From an optimization exercise on the open Yosys and OpenROAD flow, aimed at small area and a short achievable clock period; shortcuts taken in it are not production practice. Where RTL was checked, it was by simulation tests only, not by an equivalence proof against the original. Function not checked in run 2: the RTL went through the layout flow alone. Power figures rest on the tool's default switching activity, not on a simulated workload.

## design/flow/flow/run.sh

```bash
#!/bin/bash
# The standard layout with three changes: plain buffers (buf_2) on the ports
# instead of the delay buffer buffer_ports picks by default, and timing repair
# free to change a cell's footprint while it resizes.
set -euo pipefail
bash standard.sh BUFFER_PORTS_ARGS="-buffer_cell sky130_fd_sc_hd__buf_2" MATCH_CELL_FOOTPRINT=0 finish > standard_flow.log 2>&1
```

## design/flow/standard.sh

```bash
#!/bin/bash
# synth_recipe.tcl (not shown) runs the flow's synth.tcl, then flattens the netlist and writes it again
# the make line also repeats each setting of config.mk as NAME=value (left out here)
make -C /OpenROAD-flow-scripts/flow DESIGN_CONFIG=/design/flow/config.mk WORK_HOME=/design/flow/orfs CLKGATE_MAP_FILE= SYNTH_SCRIPT=/design/flow/synth_recipe.tcl "${@:-finish}"
```

## design/flow/config.mk

```make
export PLATFORM = sky130hd
export DESIGN_NAME = lrm_sample_feeder
export DESIGN_NICKNAME = lrm_sample_feeder
export VERILOG_FILES = /design/flow/design.v
export SDC_FILE = /design/flow/constraint.sdc
export NUM_CORES = 4
export LEC_CHECK = 0
export CAP_MARGIN = 20
export CORE_MARGIN = 2
export CORE_UTILIZATION = 40
export CTS_CLUSTER_DIAMETER = 120
export CTS_CLUSTER_SIZE = 25
export PLACE_DENSITY = 0.6
export SETUP_SLACK_MARGIN = 2.7
export SLEW_MARGIN = 20
export TNS_END_PERCENT = 100
```

## design/flow/constraint.sdc

```tcl
create_clock -name core_clock -period 5.0 [get_ports {CLK}]
set_input_delay 1.0000 -clock core_clock [delete_from_list [all_inputs] [get_ports {CLK}]]
set_output_delay 1.0000 -clock core_clock [all_outputs]
set_load 0.01 [all_outputs]
```

## design/flow/design.v

```verilog
package lrm_pkg;
    localparam int unsigned DATA_W    = 8;
    localparam int unsigned SAMPLE_W  = 17;
    localparam int unsigned RESULT_W  = 25;
    localparam int unsigned CYCLE_W   = 32;
    localparam int unsigned X_MSB     = 16;
    localparam int unsigned Y_MSB     = 8;
    localparam int unsigned PRED_BIT  = 0;
    localparam int unsigned MIN_TRAIN = 2;
    localparam logic [1:0] ST_IDLE   = 2'd0;
    localparam logic [1:0] ST_STREAM = 2'd1;
    localparam logic [1:0] ST_DRAIN  = 2'd2;
    typedef struct packed {
        logic              fit_ok;
        logic [DATA_W-1:0] yp;
        logic [DATA_W-1:0] a;
        logic [DATA_W-1:0] b;
    } result_t;
endpackage
module lrm_sync_fifo #(
    parameter int unsigned WIDTH = 17,
    parameter int unsigned DEPTH = 62,
    parameter int unsigned BANKS = 1
) (
    input  logic             clk,
    input  logic             we,
    input  logic [DEPTH-1:0] wsel,
    input  logic [WIDTH-1:0] din,
    input  logic [DEPTH-1:0] rsel,
    output logic [BANKS*WIDTH-1:0] dout
);
    logic [WIDTH-1:0] mem [DEPTH];
    always_ff @(posedge clk) begin
        for (int i = 0; i < DEPTH; i++) begin
            if (we && wsel[i]) begin
                mem[i] <= din;
            end
        end
    end
    always_comb begin
        dout = '0;
        for (int i = 0; i < DEPTH; i++) begin
            dout[(i % BANKS) * WIDTH +: WIDTH] = dout[(i % BANKS) * WIDTH +: WIDTH] |
                                                 (mem[i] & {WIDTH{rsel[i]}});
        end
    end
endmodule
module lrm_sample_feeder #(
    parameter int unsigned DEPTH     = 64,
    parameter int unsigned RES_DEPTH = 8
) (
    input  logic                 CLK,
    input  logic                 RESET_N,
    input  logic                 START,
    input  logic                 WR_EN,
    input  logic [lrm_pkg::SAMPLE_W-1:0]  WR_DATA,
    output logic                 FULL,
    input  logic                 LRM_READY,
    output logic [lrm_pkg::DATA_W-1:0]    LRM_XI,
    output logic [lrm_pkg::DATA_W-1:0]    LRM_YI,
    output logic                 LRM_PREDICT,
    output logic                 LRM_VALID,
    input  logic                 LRM_DONE,
    input  logic [lrm_pkg::DATA_W-1:0]    LRM_YP,
    input  logic [lrm_pkg::DATA_W-1:0]    LRM_A,
    input  logic [lrm_pkg::DATA_W-1:0]    LRM_B,
    input  logic                 RD_EN,
    output logic [lrm_pkg::RESULT_W-1:0]  RD_DATA,
    output logic                 RES_EMPTY,
    output logic [lrm_pkg::DATA_W-1:0]    TRAIN_CNT,
    output logic [lrm_pkg::DATA_W-1:0]    OUTSTANDING,
    output logic [lrm_pkg::CYCLE_W-1:0]   CYCLES,
    output logic                 BUSY,
    output logic                 FINISHED,
    output logic                 ERR
);
    localparam int unsigned SW  = lrm_pkg::SAMPLE_W;
    localparam int unsigned RW  = lrm_pkg::RESULT_W;
    localparam int unsigned SMD = DEPTH - 2;        
    localparam int unsigned RMD = RES_DEPTH - 1;    
    localparam int unsigned SCW = $clog2(DEPTH + 1);
    localparam int unsigned RCW = $clog2(RES_DEPTH + 1);
    localparam int unsigned DW  = lrm_pkg::DATA_W;
    function automatic logic [15:0] plus1(input logic [15:0] v);
        logic c;
        c = 1'b1;
        for (int i = 0; i < 16; i++) begin
            plus1[i] = v[i] ^ c;
            c        = c & v[i];
        end
    endfunction
    function automatic logic [15:0] minus1(input logic [15:0] v);
        logic b;
        b = 1'b1;
        for (int i = 0; i < 16; i++) begin
            minus1[i] = v[i] ^ b;
            b         = b & !v[i];
        end
    endfunction
    logic stream;                  
    logic stream_next, busy_next, finished_next;
    logic s_empty;                 
    logic r_full;                  
    logic out_zero;
    logic idle;                    
    logic s_room;                  
    logic s_stall;                 
    logic r_avail;                 
    assign out_zero = (OUTSTANDING == '0);
    always_comb begin
        stream_next   = (idle && START) || (stream && !s_empty);
        finished_next = !idle && !stream && out_zero && !LRM_DONE;
        busy_next     = (idle && START) || stream || (!idle && !finished_next);
    end
    always_ff @(posedge CLK or negedge RESET_N) begin
        if (!RESET_N) begin
            stream   <= 1'b0;
            BUSY     <= 1'b0;
            idle     <= 1'b1;
            FINISHED <= 1'b0;
            ERR      <= 1'b0;
        end else begin
            stream   <= stream_next;
            BUSY     <= busy_next;
            idle     <= !busy_next;
            FINISHED <= finished_next;
            if ((WR_EN && !s_room) || (LRM_DONE && r_full)) begin
                ERR <= 1'b1;
            end
        end
    end
    logic [SCW-1:0] s_cnt;
    logic [SW-1:0]  s_h, s_n, s_mhead;
    logic [2*SW-1:0] s_port_d;     
    logic [SW-1:0]  s_port_e, s_port_o;    
    logic [SW-1:0]  s_last;        
    logic           s_last_hit;    
    logic           s_hodd;        
    logic [7:0]     s_wgrp, s_wslot;
    logic [SMD-1:0] s_wsel;
    logic [SMD-1:0] s_rsel;        
    logic           s_push, s_pop, s_mwe;
    logic           s_ge2, s_ge3;
    logic           s_empty_next, s_full_next, valid_next;
    logic [SCW-1:0] s_cnt_next;
    logic [SW-1:0]  s_h_next;
    assign s_push = WR_EN && s_room;
    assign s_pop  = !s_stall && LRM_READY;
    assign s_ge2  = (s_cnt >= SCW'(2));
    assign s_ge3  = (s_cnt >= SCW'(3));
    assign s_mwe  = s_push && (s_ge3 || (s_ge2 && !s_pop));    
    lrm_sync_fifo #(
        .WIDTH (SW),
        .DEPTH (SMD),
        .BANKS (2)
    ) u_sample_mem (
        .clk  (CLK),
        .we   (s_push),
        .wsel (s_wsel),
        .din  (WR_DATA),
        .rsel (s_rsel),
        .dout (s_port_d)
    );
    always_comb begin
        for (int i = 0; i < SMD; i++) begin
            s_wsel[i] = s_wgrp[i / 8] && s_wslot[i % 8];
        end
    end
    always_comb begin
        if (s_pop) begin
            s_h_next     = s_ge2 ? s_n : WR_DATA;
            s_empty_next = !s_ge2 && !s_push;
        end else begin
            s_h_next     = s_empty ? WR_DATA : s_h;
            s_empty_next = s_empty && !s_push;
        end
        case ({s_push, s_pop})
            2'b10:   s_cnt_next = SCW'(plus1(16'(s_cnt)));
            2'b01:   s_cnt_next = SCW'(minus1(16'(s_cnt)));
            default: s_cnt_next = s_cnt;
        endcase
        s_full_next = s_pop ? 1'b0 : (!s_room || (s_cnt == SCW'(DEPTH - 1) && s_push));
        valid_next  = stream_next && !s_empty_next;
    end
    assign s_mhead = s_last_hit ? s_last : (s_hodd ? s_port_o : s_port_e);
    always_ff @(posedge CLK) begin
        s_port_e   <= s_port_d[0 +: SW];
        s_port_o   <= s_port_d[SW +: SW];
        s_last     <= WR_DATA;
        s_last_hit <= s_push && (s_pop ? (s_cnt == SCW'(3)) : (s_cnt == SCW'(2)));
        s_h <= s_h_next;
        if (s_pop) begin
            s_n <= s_ge3 ? s_mhead : WR_DATA;
        end else if (!s_ge2) begin
            s_n <= WR_DATA;
        end
    end
    always_ff @(posedge CLK or negedge RESET_N) begin
        if (!RESET_N) begin
            s_cnt       <= '0;
            s_wgrp      <= 8'd1;
            s_wslot     <= 8'd1;
            s_rsel      <= SMD'(3);
            s_hodd      <= 1'b0;
            s_empty     <= 1'b1;
            FULL        <= 1'b0;
            s_room      <= 1'b1;
            LRM_VALID   <= 1'b0;
            s_stall     <= 1'b1;
            LRM_XI      <= '0;
            LRM_YI      <= '0;
            LRM_PREDICT <= 1'b0;
        end else begin
            s_cnt <= s_cnt_next;
            if (s_mwe) begin
                if (s_wgrp[(SMD - 1) / 8] && s_wslot[(SMD - 1) % 8]) begin
                    s_wgrp  <= 8'd1;
                    s_wslot <= 8'd1;
                end else begin
                    s_wslot <= {s_wslot[6:0], s_wslot[7]};
                    if (s_wslot[7]) begin
                        s_wgrp <= {s_wgrp[6:0], s_wgrp[7]};
                    end
                end
            end
            if (s_pop && s_ge3) begin
                s_rsel <= {s_rsel[SMD-2:0], s_rsel[SMD-1]};
                s_hodd <= !s_hodd;
            end
            s_empty   <= s_empty_next;
            FULL      <= s_full_next;
            s_room    <= !s_full_next;
            LRM_VALID <= valid_next;
            s_stall   <= !valid_next;
            {LRM_XI, LRM_YI, LRM_PREDICT} <= valid_next ? s_h_next : '0;
        end
    end
    logic [RCW-1:0] r_cnt;
    logic [RW-1:0]  r_din, r_mhead;
    logic [RMD-1:0] r_wsel;        
    logic [RMD-1:0] r_rsel;        
    logic           r_push, r_pop, r_mwe, r_ge2;
    logic           fit_ok_c;
    assign fit_ok_c = (TRAIN_CNT >= lrm_pkg::DATA_W'(lrm_pkg::MIN_TRAIN));
    assign r_din    = {fit_ok_c, LRM_YP, LRM_A, LRM_B};
    assign r_push   = LRM_DONE && !r_full;
    assign r_pop    = RD_EN && r_avail;
    assign r_ge2    = (r_cnt >= RCW'(2));
    assign r_mwe    = r_push && (r_ge2 || (r_avail && !r_pop));
    lrm_sync_fifo #(
        .WIDTH (RW),
        .DEPTH (RMD)
    ) u_result_mem (
        .clk  (CLK),
        .we   (r_push),
        .wsel (r_wsel),
        .din  (r_din),
        .rsel (r_rsel),
        .dout (r_mhead)
    );
    always_ff @(posedge CLK or negedge RESET_N) begin
        if (!RESET_N) begin
            r_cnt     <= '0;
            r_wsel    <= RMD'(1);
            r_rsel    <= RMD'(1);
            RES_EMPTY <= 1'b1;
            r_avail   <= 1'b0;
            r_full    <= 1'b0;
            RD_DATA   <= '0;
        end else begin
            case ({r_push, r_pop})
                2'b10:   r_cnt <= RCW'(plus1(16'(r_cnt)));
                2'b01:   r_cnt <= RCW'(minus1(16'(r_cnt)));
                default: r_cnt <= r_cnt;
            endcase
            if (r_mwe) begin
                r_wsel <= {r_wsel[RMD-2:0], r_wsel[RMD-1]};
            end
            if (r_pop && r_ge2) begin
                r_rsel <= {r_rsel[RMD-2:0], r_rsel[RMD-1]};
            end
            if (r_pop) begin
                RES_EMPTY <= !r_ge2 && !r_push;
                r_avail   <= r_ge2 || r_push;
                r_full    <= 1'b0;
                if (r_ge2) begin
                    RD_DATA <= r_mhead;
                end else begin
                    RD_DATA <= r_push ? r_din : '0;
                end
            end else begin
                RES_EMPTY <= !r_avail && !r_push;
                r_avail   <= r_avail || r_push;
                r_full    <= r_full || (r_cnt == RCW'(RES_DEPTH - 1) && r_push);
                if (!r_avail) begin
                    RD_DATA <= r_push ? r_din : '0;
                end
            end
        end
    end
    always_ff @(posedge CLK or negedge RESET_N) begin
        if (!RESET_N) begin
            CYCLES      <= '0;
            TRAIN_CNT   <= '0;
            OUTSTANDING <= '0;
        end else if (idle && START) begin
            CYCLES      <= '0;
            TRAIN_CNT   <= '0;
            OUTSTANDING <= '0;
        end else begin
            if (!idle) begin
                CYCLES <= CYCLES + lrm_pkg::CYCLE_W'(1);
            end
            if (s_pop && !s_h[0] && (TRAIN_CNT != {lrm_pkg::DATA_W{1'b1}})) begin
                TRAIN_CNT <= TRAIN_CNT + lrm_pkg::DATA_W'(1);
            end
            case ({s_pop && s_h[0], LRM_DONE})
                2'b10: OUTSTANDING <= DW'(plus1(16'(OUTSTANDING)));
                2'b01: begin
                    if (!out_zero) begin
                        OUTSTANDING <= DW'(minus1(16'(OUTSTANDING)));
                    end
                end
                default: begin
                end
            endcase
        end
    end
endmodule
```

==> notes.md, run 1 <==
YS warnings = 5
worst setup path class = reg2reg
antenna-violating nets left = 0
CP startpoint = s_rsel[58]
Internal = 18.2 mW
CP Launch Type = flop
filler cell count = 12,000
pin count of the biggest net entering global routing = 91
global-route wire length before repair = 240,000 um
f_max = 425 MHz
fraction of layout cells with a size suffix above 1 = 16.3%
die height = 375 um
status = timing/DRC/antenna clean
port bufs = 143
Worst Path Max Fanout = 19
Pleak = 20.7 nW
EDFF count, synth = 1,229
headroom to the max-slew limit = 24.6%
cell area after synthesis = 0.0552 mm^2
Clk pin slew, worst setup/hold paths = 110 ps
total grt overflow = 0
Final Hold Fails = 0
DIE AREA = 0.141 mm^2
vias in the first global route = 31,400
Rows = 136
min cycle time layout = 2350 ps
Sink Count = 1,522
Slew @ Worst Pin = 1130 ps
main flop type after synthesis = edfxtp_1
Clock Skew = 37.6 ps
Async SR Flop Fraction = 13.6%
register area share after synthesis = 79.4%
gr usage total = 23.8%
HPWL Detailed = 97,200 um
DIE WIDTH = 375 um
Final setup viols = 0
Mapped Cells = 3,342
P_sw = 6.20 mW
number of CTS-inserted buffers = 71
clock latency (worst-skew pair) = 710 ps
1st-pass router iterations = 6
final slew viol count = 0
reg2reg start = s_rsel[58]
share of the clock period used by the worst path = 47.1%
Mapped Avg Cell Area = 16.5 um^2
Netlist cell types = 68
DRC viols = 0
sw frac = 25.4%
Synthesized Nets = 3,395
clock share of power = 27.9%
Initial Util = 40.2%
Vias/cell = 6.18
max_cap viols = 0
cts-stage hold buffer count = 0
Final nets = 3,551
violation count after the first detailed-routing iteration = 5,171
Hold Slack = 308 ps
power per cell area = 400 mW/mm^2
synthesized flop and latch total = 1,522
via count = 33,100
RSZ-0062 raised after global routing = true
initial antenna violation count = 3
multi-input logic area = 0.0108 mm^2
Max clock buf depth = 3
area grow syn2layout = 10.8%
H-tree Lvls = 3
routed wire length = 172,000 um
Reg area = 0.0439 mm^2
Critical Path Sink Type = flop
Setup TNS Final = 0 ps
Root Driver = clkbuf_16
Seq pwr share = 60.1%
routability cong. = 0.830
Total Power = 24.4 mW
WL per Instance = 32.1 um
logic gate share of total power = 12.0%
Peak VDD IR = 0.000276 V
Hold Crit Class = in2async
worst endpoint data arrival time = 2900 ps
Worst Path Required = 5550 ps
CTS tree = done
core area = 0.137 mm^2
# IOs = 144
[sequential cells by signal (all words and copies together) (netlist names), 17 cells and up]
| register | flops |
|---|---|
| CYCLES | 32 |
| s_rsel | 62 |
| u_result_mem.mem | 175 |
| RD_DATA | 25 |
| s_port_o | 17 |
| s_h | 17 |
| s_last | 17 |
| s_n | 17 |
| s_port_e | 17 |
| u_sample_mem.mem | 1054 |
[logic make-up after synthesis]
| family | synth area share [%] |
|---|---|
| AO/OA/AOI/OAI | 10.8 |
| XOR/XNOR | 0.365 |
| adder cells (fa/ha/maj) | 0.131 |
| buffers and inverters | 1.72 |
| flip-flops | 79.4 |
| multiplexers | 1.20 |
| AND/OR/NAND/NOR | 6.36 |
[worst max-delay path, cell delays in order, from the launching register on]
cell	delay (ps)
dfrtp_1	770
a22oi_1	540
nand3_1	190
or4_1	670
[placed cells by master (no fill, tap or decap), drive strengths merged, types with 25 or more instances in the layout]
master     n
a221oi    35
o22ai     34
nand2    273
nand3     95
nor2      67
dfxtp     86
nand4     76
a22o      42
inv       25
edfxtp  1229
nor3      32
or4       35
a21oi     53
and3      68
dfrtp    196
clkbuf   118
mux2i     29
o21ai     55
a222oi    59
buf      296
mux2      33
a22oi    456
[power groups by stage]
stage          Combinational, mW  Sequential [mW]  Clock (mW)
2_1_floorplan               1.33             15.0           0
3_3_place_gp                2.32             15.0           0
3_5_place_dp                2.36             15.1           0
4_1_cts                     2.82             14.7        6.87
5_1_grt                     3.21             14.8        7.27
6_report                    2.93             14.7        6.82
[synth_stat cells (all sizes together) (5+ instances only)]
master     n  area share (%)
edfxtp  1229              67
a22oi    456             6.2
nand2    273             1.9
dfrtp    196             8.9
clkbuf   166             1.1
nand3     95            0.87
dfxtp     86             3.1
nand4     76            0.86
and3      68            0.77
nor2      66            0.58
a222oi    59             1.1
o21ai     55            0.50
a21oi     53            0.48
buf       50            0.46
a22o      42            0.67
a221oi    35            0.56
or4       35            0.48
o22ai     34            0.39
mux2      33            0.67
nor3      32            0.30
mux2i     29            0.53
a41o      24            0.44
inv       20            0.14
and2      12            0.14
o211ai    12            0.16
xnor2     12            0.19
dfstp     11            0.52
o31ai     11            0.15
xor2      11            0.17
nand2b     8           0.091
nor2b      8           0.091
nor4       6           0.068
ha         5            0.11
or3        5           0.057
[cell type report]
cell class,count,share of cell area [%]
timing repair buffer,296,3.39
inverter,20,0.127
tap,1794,3.67
multi-input combinational,1587,17.6
clock buffer,118,3.19
clock inverter,9,0.282
sequential,1522,71.7
antenna,2,0.00818
[final timing paths]
check / slack, ps / endpoint / cells after the start
max: 2650 / s_port_e[8] / 3
max reg2reg: 2650 / s_port_e[8] / 3
min: 310 / RD_DATA[15] / 1
min reg2reg: 430 / FINISHED / 1
min in group core_clock: 430 / FINISHED / 1
max in group asynchronous: 3610 / CYCLES[19] / 2
[routing by layer]
layer	wire length (um)	share of wire [%]	vias up	global-route usage, %
met4	5320	3.1	0	7.27
met3	17600	10	223	4.45
met1	67600	39	17300	32.9
met2	81100	47	1922	38.3
met5	0	0	-	0
li1	-	-	13600	-
[through the flow]
step	util, %	cell area, um^2	worst slack, ps	cells
detailed placement	42.4	58200	1920	5153
global placement	42.4	58200	1960	5153
finish	44.6	61200	2650	5348
global route	44.6	61200	2630	5346
CTS	44.5	61000	2580	5333
floorplan	-	55400	2640	3342
[what timing repair did]
item / CTS / global route
resized for setup: 84 / 31
pin swaps: 4 / 5
gates cloned: 2 / 1
buffers inserted: 51 / 12
endpoints found under the setup margin: 1051 / 1142
==> inputs of run 2 (changes only) <==
--- a/design/flow/design.v
+++ b/design/flow/design.v
@@ -19,15 +19,14 @@
 endpackage
 module lrm_sync_fifo #(
     parameter int unsigned WIDTH = 17,
-    parameter int unsigned DEPTH = 62,
-    parameter int unsigned BANKS = 1
+    parameter int unsigned DEPTH = 62
 ) (
     input  logic             clk,
     input  logic             we,
     input  logic [DEPTH-1:0] wsel,
     input  logic [WIDTH-1:0] din,
     input  logic [DEPTH-1:0] rsel,
-    output logic [BANKS*WIDTH-1:0] dout
+    output logic [WIDTH-1:0] dout
 );
     logic [WIDTH-1:0] mem [DEPTH];
     always_ff @(posedge clk) begin
@@ -40,8 +39,7 @@
     always_comb begin
         dout = '0;
         for (int i = 0; i < DEPTH; i++) begin
-            dout[(i % BANKS) * WIDTH +: WIDTH] = dout[(i % BANKS) * WIDTH +: WIDTH] |
-                                                 (mem[i] & {WIDTH{rsel[i]}});
+            dout = dout | (mem[i] & {WIDTH{rsel[i]}});
         end
     end
 endmodule
@@ -80,23 +78,6 @@
     localparam int unsigned RMD = RES_DEPTH - 1;    
     localparam int unsigned SCW = $clog2(DEPTH + 1);
     localparam int unsigned RCW = $clog2(RES_DEPTH + 1);
-    localparam int unsigned DW  = lrm_pkg::DATA_W;
-    function automatic logic [15:0] plus1(input logic [15:0] v);
-        logic c;
-        c = 1'b1;
-        for (int i = 0; i < 16; i++) begin
-            plus1[i] = v[i] ^ c;
-            c        = c & v[i];
-        end
-    endfunction
-    function automatic logic [15:0] minus1(input logic [15:0] v);
-        logic b;
-        b = 1'b1;
-        for (int i = 0; i < 16; i++) begin
-            minus1[i] = v[i] ^ b;
-            b         = b & !v[i];
-        end
-    endfunction
     logic stream;                  
     logic stream_next, busy_next, finished_next;
     logic s_empty;                 
@@ -131,18 +112,12 @@
     end
     logic [SCW-1:0] s_cnt;
     logic [SW-1:0]  s_h, s_n, s_mhead;
-    logic [2*SW-1:0] s_port_d;     
-    logic [SW-1:0]  s_port_e, s_port_o;    
-    logic [SW-1:0]  s_last;        
-    logic           s_last_hit;    
-    logic           s_hodd;        
     logic [7:0]     s_wgrp, s_wslot;
     logic [SMD-1:0] s_wsel;
     logic [SMD-1:0] s_rsel;        
     logic           s_push, s_pop, s_mwe;
     logic           s_ge2, s_ge3;
     logic           s_empty_next, s_full_next, valid_next;
-    logic [SCW-1:0] s_cnt_next;
     logic [SW-1:0]  s_h_next;
     assign s_push = WR_EN && s_room;
     assign s_pop  = !s_stall && LRM_READY;
@@ -151,15 +126,14 @@
     assign s_mwe  = s_push && (s_ge3 || (s_ge2 && !s_pop));    
     lrm_sync_fifo #(
         .WIDTH (SW),
-        .DEPTH (SMD),
-        .BANKS (2)
+        .DEPTH (SMD)
     ) u_sample_mem (
         .clk  (CLK),
         .we   (s_push),
         .wsel (s_wsel),
         .din  (WR_DATA),
         .rsel (s_rsel),
-        .dout (s_port_d)
+        .dout (s_mhead)
     );
     always_comb begin
         for (int i = 0; i < SMD; i++) begin
@@ -174,20 +148,10 @@
             s_h_next     = s_empty ? WR_DATA : s_h;
             s_empty_next = s_empty && !s_push;
         end
-        case ({s_push, s_pop})
-            2'b10:   s_cnt_next = SCW'(plus1(16'(s_cnt)));
-            2'b01:   s_cnt_next = SCW'(minus1(16'(s_cnt)));
-            default: s_cnt_next = s_cnt;
-        endcase
         s_full_next = s_pop ? 1'b0 : (!s_room || (s_cnt == SCW'(DEPTH - 1) && s_push));
         valid_next  = stream_next && !s_empty_next;
     end
-    assign s_mhead = s_last_hit ? s_last : (s_hodd ? s_port_o : s_port_e);
     always_ff @(posedge CLK) begin
-        s_port_e   <= s_port_d[0 +: SW];
-        s_port_o   <= s_port_d[SW +: SW];
-        s_last     <= WR_DATA;
-        s_last_hit <= s_push && (s_pop ? (s_cnt == SCW'(3)) : (s_cnt == SCW'(2)));
         s_h <= s_h_next;
         if (s_pop) begin
             s_n <= s_ge3 ? s_mhead : WR_DATA;
@@ -200,8 +164,7 @@
             s_cnt       <= '0;
             s_wgrp      <= 8'd1;
             s_wslot     <= 8'd1;
-            s_rsel      <= SMD'(3);
-            s_hodd      <= 1'b0;
+            s_rsel      <= SMD'(1);
             s_empty     <= 1'b1;
             FULL        <= 1'b0;
             s_room      <= 1'b1;
@@ -211,7 +174,11 @@
             LRM_YI      <= '0;
             LRM_PREDICT <= 1'b0;
         end else begin
-            s_cnt <= s_cnt_next;
+            case ({s_push, s_pop})
+                2'b10:   s_cnt <= s_cnt + SCW'(1);
+                2'b01:   s_cnt <= s_cnt - SCW'(1);
+                default: s_cnt <= s_cnt;
+            endcase
             if (s_mwe) begin
                 if (s_wgrp[(SMD - 1) / 8] && s_wslot[(SMD - 1) % 8]) begin
                     s_wgrp  <= 8'd1;
@@ -225,7 +192,6 @@
             end
             if (s_pop && s_ge3) begin
                 s_rsel <= {s_rsel[SMD-2:0], s_rsel[SMD-1]};
-                s_hodd <= !s_hodd;
             end
             s_empty   <= s_empty_next;
             FULL      <= s_full_next;
@@ -269,8 +235,8 @@
             RD_DATA   <= '0;
         end else begin
             case ({r_push, r_pop})
-                2'b10:   r_cnt <= RCW'(plus1(16'(r_cnt)));
-                2'b01:   r_cnt <= RCW'(minus1(16'(r_cnt)));
+                2'b10:   r_cnt <= r_cnt + RCW'(1);
+                2'b01:   r_cnt <= r_cnt - RCW'(1);
                 default: r_cnt <= r_cnt;
             endcase
             if (r_mwe) begin
@@ -315,10 +281,10 @@
                 TRAIN_CNT <= TRAIN_CNT + lrm_pkg::DATA_W'(1);
             end
             case ({s_pop && s_h[0], LRM_DONE})
-                2'b10: OUTSTANDING <= DW'(plus1(16'(OUTSTANDING)));
+                2'b10: OUTSTANDING <= OUTSTANDING + lrm_pkg::DATA_W'(1);
                 2'b01: begin
                     if (!out_zero) begin
-                        OUTSTANDING <= DW'(minus1(16'(OUTSTANDING)));
+                        OUTSTANDING <= OUTSTANDING - lrm_pkg::DATA_W'(1);
                     end
                 end
                 default: begin
==> run 2 against run 1 <==
  * Cell count is 2.5% lower
  * First-iteration DRC count grew 37%
  * Register-to-register slack lost 90 ps
  * Non-clock buffer count increased by 103
  * Synthesized area fell by 2.2%
  * Clock skew up 15 ps
  * Via count grew 4.4%
  * Critical endpoint is now s_n[0]
==> notes.md, run 2 <==
total grt overflow = 0
headroom to the max-slew limit = 22.9%
global-route wire length before repair = 262,000 um
max FFs per register = 1,054
Final nets = 3,457
top cells by area, synth = edfxtp_1 (68%), dfrtp_1 (9.1%), a22oi_1 (3.8%)
biggest regs = u_sample_mem.mem x1054, u_result_mem.mem x175, s_rsel x62
RSZ-0062 raised after global routing = true
Final Hold Fails = 0
filler cell count = 11,500
Pleak = 20.9 nW
routability cong. = 0.914
Setup TNS Final = 0 ps
Vias/cell = 6.62
Async SR Flop Fraction = 14.0%
CP Launch Type = flop
Clk pin slew, worst setup/hold paths = 100 ps
Mapped Cells = 3,113
commonest non-fill, non-tap cell in the layout = edfxtp_1
HPWL Detailed = 111,000 um
multi-input logic area = 0.0114 mm^2
Final setup viols = 0
Rows = 134
R2R setup slack = 2550 ps
port bufs = 143
Netlist cell types = 71
reg2reg start = s_rsel[37]
Initial Util = 40.4%
gr usage total = 27.7%
Sink Count = 1,469
Max clock buf depth = 3
max_cap viols = 0
worst setup path class = reg2reg
Synthesized Nets = 3,182
number of CTS-inserted buffers = 69
DIE WIDTH = 371 um
CP max-delay cell = dfrtp_4
DIE AREA = 0.138 mm^2
initial antenna violation count = 11
1st-pass router iterations = 8
min cycle time layout = 2450 ps
Biggest register = u_sample_mem.mem
Reg area = 0.0428 mm^2
status = timing/DRC/antenna clean
Clock Skew = 52.4 ps
register area share after synthesis = 79.2%
Synth area leader = edfxtp_1
violation count after the first detailed-routing iteration = 7,082
antenna-violating nets left = 0
cell chain of the critical path = a22o_1, a221oi_2, nand4_1, nor4_2, a21oi_1
power per cell area = 390 mW/mm^2
WL per Instance = 38.0 um
routed wire length = 198,000 um
leading cell type by number of instances after synthesis = edfxtp_1
Root Driver = clkbuf_16
via count = 34,500
area grow syn2layout = 14.8%
EDFF count, synth = 1,229
Mapped Avg Cell Area = 17.4 um^2
Worst Path Max Fanout = 5
final slew viol count = 0
f_max = 409 MHz
CTS tree = done
clock latency (worst-skew pair) = 720 ps
YS warnings = 5
fraction of layout cells with a size suffix above 1 = 23.1%
Critical Path Sink Type = flop
main flop type after synthesis = edfxtp_1
core area = 0.134 mm^2
# IOs = 144
Top Family by Delay on Critical Path = simple AND/OR/NAND/NOR gates
Worst Path Required = 5580 ps
Crit Reg-Reg Endpoint = s_n[0]
synth cell count leaders = edfxtp_1 (1,229), a22oi_1 (271), dfrtp_1 (196), clkbuf_1 (159)
DRC viols = 0
vias in the first global route = 31,300
share of the synthesized area in the top cell type = 68.3%
Reg2Reg Depth = 5
most frequent cells in the layout = edfxtp_1 (1,229), a22oi_1 (271), buf_4 (204), dfrtp_1 (152), a22o_1 (150)
cts-stage hold buffer count = 0
Total Power = 24.1 mW
Worst path max stage delay = 600 ps
Peak VDD IR = 0.000306 V
share of the clock period used by the worst path = 49.0%
Slew @ Worst Pin = 1160 ps
worst endpoint data arrival time = 3030 ps
cell area after synthesis = 0.0540 mm^2
worst path bufs/invs = 0
Hold Slack = 373 ps
die height = 371 um
H-tree Lvls = 3
pin count of the biggest net entering global routing = 96
synthesized flop and latch total = 1,469
Hold Crit Class = in2async
==> run 2: per-stage QoR <==
| step | util (%) | worst slack (ps) | std cells | area [um^2] |
|---|---|---|---|---|
| after CTS | 45.3 | 2570 | 5145 | 60700 |
| after detailed placement | 42.7 | 1440 | 4932 | 57200 |
| after floorplan | - | 1970 | 3113 | 54200 |
| after global routing | 46.3 | 2480 | 5213 | 62000 |
| after global placement | 42.7 | 1450 | 4932 | 57200 |
| final | 46.3 | 2550 | 5216 | 62000 |
==> run 2: cells by family (layout without fill, tap and decap cells) <==
kind of cell / after synthesis / after routing / share of synthesized area, %
DFF: 1469 / 1469 / 79.2
adders and majority gates: 21 / 21 / 0.528
other: 0 / 3 / 0
AOI/OAI and AO/OA: 798 / 798 / 11.4
buffers and inverters: 227 / 557 / 1.74
and+or+nand+nor: 468 / 470 / 4.62
muxes: 106 / 106 / 2.15
xor gates and xnor gates: 24 / 24 / 0.389
==> run 2: layout make-up <==
class | count | area share [%]
Clock inverter | 4 | 0.111
Timing Repair Buffer | 399 | 5.22
Antenna cell | 3 | 0.0121
Sequential cell | 1469 | 69.1
Tap cell | 1768 | 3.57
Inverter | 30 | 0.204
Multi-Input combinational cell | 1419 | 18.4
Clock buffer | 124 | 3.32
==> run 2: worst max path at each step <==
stage	from	end	slack, ps	cells after the start
after floorplan	WR_EN	s_cnt[6]	1970	12
after global routing	s_stall	OUTSTANDING[7]	2480	12
after global placement	LRM_READY	OUTSTANDING[7]	1450	10
after CTS	s_stall	s_cnt[6]	2570	9
after detailed placement	LRM_READY	OUTSTANDING[7]	1440	10
final	s_rsel[37]	s_n[0]	2550	5
==> run 2: what timing repair did <==
| action | CTS | global route |
|---|---|---|
| buffers inserted | 83 | 63 |
| setup endpoints to repair | 1046 | 177 |
| pin swaps | 28 | 53 |
| cloned | 2 | 5 |
| resized for setup | 168 | 131 |
==> run 2: power breakdown <==
group	leakage (nW)	total (mW)	internal, mW	switching [mW]
Combinational	6.06	3.20	1.38	1.82
Clock	1.01	6.77	2.87	3.90
Sequential	13.9	14.2	13.7	0.428
Total	20.9	24.1	18.0	6.15
==> run 2: per-layer routing <==
metal	global-route usage (%)	wire, um	vias to the layer above
met3	7.35	29200	505
met5	0	34	-
li1	-	-	13300
met1	37.9	72200	17800
met4	11.5	9970	6
met2	42.0	86600	2940
==> run 2: worst reg2reg max path, stage by stage, from the launching register on <==
cell	delay, ps
dfrtp_4	600
a22o_1	260
a221oi_2	280
nand4_1	590
nor4_2	470
a21oi_1	120

==> re-timing with driven ports <==
How much do the figures lean on ideal ports? The routed layouts below were timed once more, with nothing changed but the port constraints.
Step 1 (the two cells are an assumption about what drives the block):
set clk [get_ports {CLK}]
set_driving_cell -lib_cell sky130_fd_sc_hd__clkbuf_16 $clk
set_driving_cell -lib_cell sky130_fd_sc_hd__buf_2 [delete_from_list [all_inputs] $clk]
Step 2 also shifts input and output timing later by t, the mid clock arrival at the registers, as if the neighbouring blocks saw the same clock.
Three values: no drivers, after step 1, after step 2; two values: the first two.
| run | shift t [ns] | slack for setup (ns) | hold WS [ns] | clock arrival spread, ns | pins driven straight from the clock port |
|---|---|---|---|---|---|
| run 1 | 0.781 | 2.646 / 2.584 / 2.147 | 0.308 / 0.275 / 0.427 | 0.054 / 0.054 | 1 |
| run 2 | 0.774 | 2.552 / 2.552 / 1.849 | 0.373 / 0.346 / 0.448 | 0.064 / 0.064 | 1 |
After both steps every run listed still meets setup and hold. For run 2, which loses most, drivers alone change the setup slack by 0.000 ns; drivers and shift together by -0.703 ns.
